Background: an optimization exercise with open tools, aiming at small area. Do not read the settings as production practice. Only simulation tests tie the RTL to the original design; equivalence was not proved. The flow treats the clock pin as an ideal source. Dropping or thinning the clock tree relies on that and would not hold on a real chip.

// uartBridgeTop
module uartBridgeTop (
    input  logic sys_clk,
    input  logic arstN,
    input  logic uartRxLine,
    output logic uartTxLine,
    output logic cmdError
);
    localparam logic [7:0] CMD_CLEAR = 8'h2F;
    localparam logic [1:0] RX_IDLE  = 2'd0;
    localparam logic [1:0] RX_START = 2'd1;
    localparam logic [1:0] RX_DATA  = 2'd2;
    localparam logic [1:0] RX_STOP  = 2'd3;
    logic [1:0] syncReg;
    logic       rxSync;
    logic [1:0] rxState;
    logic [3:0] rxCnt;
    logic [2:0] rxBit;          
    logic       rxStrobe;       
    logic [7:0] rxByte;
    logic       rxRead;
    assign rxSync   = syncReg[1];
    assign rxRead   = (rxState == RX_DATA) && (rxCnt == 4'd0);
    assign rxStrobe = (rxState == RX_IDLE) && (rxCnt == 4'd0);
    always_ff @(posedge sys_clk or negedge arstN) begin
        if (!arstN) begin
            syncReg  <= 2'b11;
            rxState  <= RX_IDLE;
            rxCnt    <= 4'd9;
  ...
==> module uartBridgeTop, before the edit <==
module uartBridgeTop (
    input  logic sys_clk,
    input  logic arstN,
    input  logic uartRxLine,
    output logic uartTxLine,
    output logic cmdError
);
    localparam logic [7:0] CMD_CLEAR = 8'h2F;
    localparam logic [1:0] RX_IDLE  = 2'd0;
    localparam logic [1:0] RX_START = 2'd1;
    localparam logic [1:0] RX_DATA  = 2'd2;
    localparam logic [1:0] RX_STOP  = 2'd3;
    logic [1:0] syncReg;
    logic       rxSync;
    logic [1:0] rxState;
    logic [3:0] rxCnt;
    logic [2:0] rxBit;          
    logic       rxStrobe;       
    logic [7:0] rxByte;
    logic       rxRead;
    assign rxSync   = syncReg[1];
    assign rxRead   = (rxState == RX_DATA) && (rxCnt == 4'd0);
    assign rxStrobe = (rxState == RX_IDLE) && (rxCnt == 4'd0);
    always_ff @(posedge sys_clk or negedge arstN) begin
        if (!arstN) begin
            syncReg  <= 2'b11;
            rxState  <= RX_IDLE;
            rxCnt    <= 4'd9;
            rxBit    <= '0;
        end else begin
            syncReg  <= {syncReg[0], uartRxLine};
            rxCnt    <= (rxState == RX_IDLE) ? 4'd9 : rxCnt + 4'd1;
            if (rxRead)
                rxBit <= rxBit + 3'd1;
            case (rxState)
                RX_IDLE:  if (!rxSync) rxState <= RX_START;
                RX_START: if (rxCnt == 4'd0) rxState <= rxSync ? RX_IDLE : RX_DATA;
                RX_DATA:  if (rxRead && rxBit == 3'd7) rxState <= RX_STOP;
                default:  if (rxCnt == 4'd15) rxState <= RX_IDLE;
            endcase
        end
    end
    always_ff @(posedge sys_clk) begin
        if (rxRead)
            rxByte <= {rxSync, rxByte[7:1]};
    end
    logic [2:0]  byteCnt;
    logic        isW;           
    logic        isClear, isOpcode, lastByte;
    logic        rdDone;            
    logic        wrReady;           
    logic [6:0]  idx;               
    logic        wrHit;
    assign isClear  = (rxByte == CMD_CLEAR);
    assign isOpcode = (rxByte == 8'h52) || (rxByte == 8'h57);
    assign lastByte = (byteCnt == (isW ? 3'd5 : 3'd3));
    assign rdDone   = rxStrobe && !isClear && !isW && (byteCnt == 3'd3);
    always_ff @(posedge sys_clk or negedge arstN) begin
        if (!arstN) begin
            byteCnt  <= '0;
            cmdError <= 1'b0;
            isW      <= 1'b0;
        end else begin
            cmdError <= 1'b0;
            if (rxStrobe) begin
                if (isClear) begin
                    byteCnt <= '0;
                    isW     <= 1'b0;        
                end else if (byteCnt == 3'd0) begin
                    if (isOpcode) begin
                        byteCnt <= 3'd1;
                        isW     <= rxByte[0];
                    end else
                        cmdError <= 1'b1;
                end else if (lastByte) begin
                    byteCnt <= '0;
                end else begin
                    byteCnt <= byteCnt + 3'd1;
                end
            end
        end
    end
    always_ff @(posedge sys_clk) begin
        if (rxRead && rxBit == 3'd6 && byteCnt == 3'd3)
            idx <= {rxSync, rxByte[7:2]};
    end
    logic [15:0] ring [128];
    logic [6:0]  rot;
    logic        clr;           
    logic [15:0] txWord;
    always_ff @(posedge sys_clk or negedge arstN) begin
        if (!arstN) begin
            rot <= '0;
            clr <= 1'b1;
        end else begin
            rot <= rot - 7'd1;
            if (rot == 7'd1)
                clr <= 1'b0;
        end
    end
    logic e5, e6, e7;
    logic [1:0] tap4;
    assign e5   = (idx[4:0] == rot[4:0]);
    assign e6   = e5 && (idx[5] == rot[5]);
    assign e7   = e6 && (idx[6] == rot[6]);
    assign tap4 = idx[6:5] - rot[6:5];
    assign wrReady = isW && (byteCnt == 3'd0);
    assign wrHit   = wrReady && e7;
    always_ff @(posedge sys_clk) begin
        ring[0] <= clr ? 16'h0000 : ring[127];
        ring[1] <= wrHit ? txWord : ring[0];
        for (int p = 2; p < 128; p++)
            ring[p] <= ring[p-1];
    end
    always_ff @(posedge sys_clk) begin
        if (isW) begin
            if (rxStrobe && byteCnt == 3'd4)
                txWord[15:8] <= rxByte;
            if (rxStrobe && byteCnt == 3'd5)
                txWord[7:0] <= rxByte;
        end else begin
            if (e5)
                txWord[0] <= ring[{tap4, 5'd0}][0];
            if (e5 && !tap4[0])
                txWord[4:1] <= ring[{tap4[1], 6'd0}][4:1];
            if (e7)
                txWord[15:5] <= ring[0][15:5];
        end
    end
    localparam logic [1:0] TX_IDLE  = 2'd0;
    localparam logic [1:0] TX_START = 2'd1;
    localparam logic [1:0] TX_DATA  = 2'd2;
    localparam logic [1:0] TX_STOP  = 2'd3;
    logic [1:0] txState;
    logic [3:0] txCnt;
    logic [3:0] txPos;
    logic       bitEnd;
    assign bitEnd = (txCnt == 4'd15);
    always_ff @(posedge sys_clk or negedge arstN) begin
        if (!arstN) begin
            txState    <= TX_IDLE;
            txCnt      <= 4'd14;
            txPos      <= '0;
            uartTxLine <= 1'b1;
        end else begin
            txCnt <= (txState == TX_IDLE) ? 4'd14 : txCnt + 4'd1;
            case (txState)
                TX_IDLE: begin
                    if (rdDone)
                        txState <= TX_START;
                end
                TX_START: begin
                    if (bitEnd && uartTxLine)
                        uartTxLine <= 1'b0;
                    else if (bitEnd) begin
                        txState    <= TX_DATA;
                        txPos      <= txPos + 4'd1;
                        uartTxLine <= txWord[txPos];
                    end
                end
                TX_DATA: begin
                    if (bitEnd) begin
                        if (txPos[2:0] == 3'd0) begin
                            txState    <= TX_STOP;
                            uartTxLine <= 1'b1;
                        end else begin
                            txPos      <= txPos + 4'd1;
                            uartTxLine <= txWord[txPos];
                        end
                    end
                end
                default: begin
                    if (bitEnd) begin
                        if (!txPos[3])
                            txState <= TX_IDLE;
                        else begin
                            txState    <= TX_START;
                            uartTxLine <= 1'b0;
                        end
                    end
                end
            endcase
        end
    end
endmodule
Settings: LEC_CHECK=0, CAP_MARGIN=20, CORE_MARGIN=2, CORE_UTILIZATION=60, PLACE_DENSITY=0.75, SLEW_MARGIN=20, CTS_ARGS=-sink_clustering_enable -repair_clock_nets -sink_clustering_size 20 -sink_clustering_max_diameter 35 -buf_list sky130_fd_sc_hd__clkbuf_8 -root_buf sky130_fd_sc_hd__clkbuf_16 -tree_buf sky130_fd_sc_hd__clkbuf_8 -sink_clustering_buffer sky130_fd_sc_hd__clkbuf_8 -dont_use_dummy_load, POST_CTS_TCL=/design/flow/flow/regroup_leaves.tcl, LEAF_CAP=22, LEAF_HP=75; clock period 10.0 ns.
standard.sh (not shown) runs the stock make flow with config.mk's settings and CLKGATE_MAP_FILE= SYNTH_SCRIPT=/design/flow/synth_recipe.tcl, a recipe that flattens the netlist after the stock synthesis.
==> flow/flow/run.sh <==
#!/bin/bash
set -euo pipefail
CTS_SIZE=${CTS_SIZE:-28}
CTS_DIAM=${CTS_DIAM:-45}
CTS_BUF=${CTS_BUF:-sky130_fd_sc_hd__clkbuf_16}
if [[ -f flow/cts.env ]]; then source flow/cts.env; fi
cat >> config.mk <<EOC
export CTS_ARGS = -sink_clustering_enable -repair_clock_nets -sink_clustering_size $CTS_SIZE -sink_clustering_max_diameter $CTS_DIAM -buf_list $CTS_BUF ${CTS_EXTRA:-} -dont_use_dummy_load
EOC
if [[ -n "${LEAF_CAP:-}" ]]; then
cat >> config.mk <<EOC
export POST_CTS_TCL = $PWD/flow/regroup_leaves.tcl
export LEAF_CAP = $LEAF_CAP
export LEAF_HP = ${LEAF_HP:-70}
EOC
fi
bash standard.sh > flow_make.log 2>&1
Other scripts of this flow, unchanged in this note and not shown: flow/flow/cts.env, flow/flow/regroup_leaves.tcl
Edit:
--- a/flow/design.v
+++ b/flow/design.v
@@ -158,12 +158,12 @@
     logic       bitEnd;
     assign bitEnd = (txCnt == 4'd15);
+    always_ff @(posedge sys_clk)
+        txCnt <= (txState == TX_IDLE) ? 4'd14 : txCnt + 4'd1;
     always_ff @(posedge sys_clk or negedge arstN) begin
         if (!arstN) begin
             txState    <= TX_IDLE;
-            txCnt      <= 4'd14;
             txPos      <= '0;
             uartTxLine <= 1'b1;
         end else begin
-            txCnt <= (txState == TX_IDLE) ? 4'd14 : txCnt + 4'd1;
             case (txState)
                 TX_IDLE: begin
Critical path depth stays the same.
Synthesized cell count hardly moves.
Via count is about the same.
Routed wire length goes up slightly.
Setup slack loses 92 ps.
Core utilization hardly moves.

port drivers added, routing unchanged:
In the flow no input, the clock included, has a driving cell. The finished layouts below were timed again as built, in two steps.
Step 1, drivers: a clkbuf_16 drives sys_clk and a buf_2 each remaining input, both assumed.
Step 2 adds t to the input delays and takes it off the output delays; t is the mean of the earliest and latest rising clock arrival at the registers after step 1. Input paths then give back, and output paths get back, about the clock's delay inside the block.
Three values: ideal ports, drivers, drivers and shift; two values: the first two.
run | t, ns | setup WS [ns] | worst setup path after step 2 | clock arrival spread, ns
the first run | 0.686 | 6.304 / 6.246 / 6.932 | register to output | 0.109 / 0.108
the second run | 0.676 | 6.212 / 6.151 / 6.827 | register to output | 0.116 / 0.116
After both steps setup and hold are still met in every run listed.
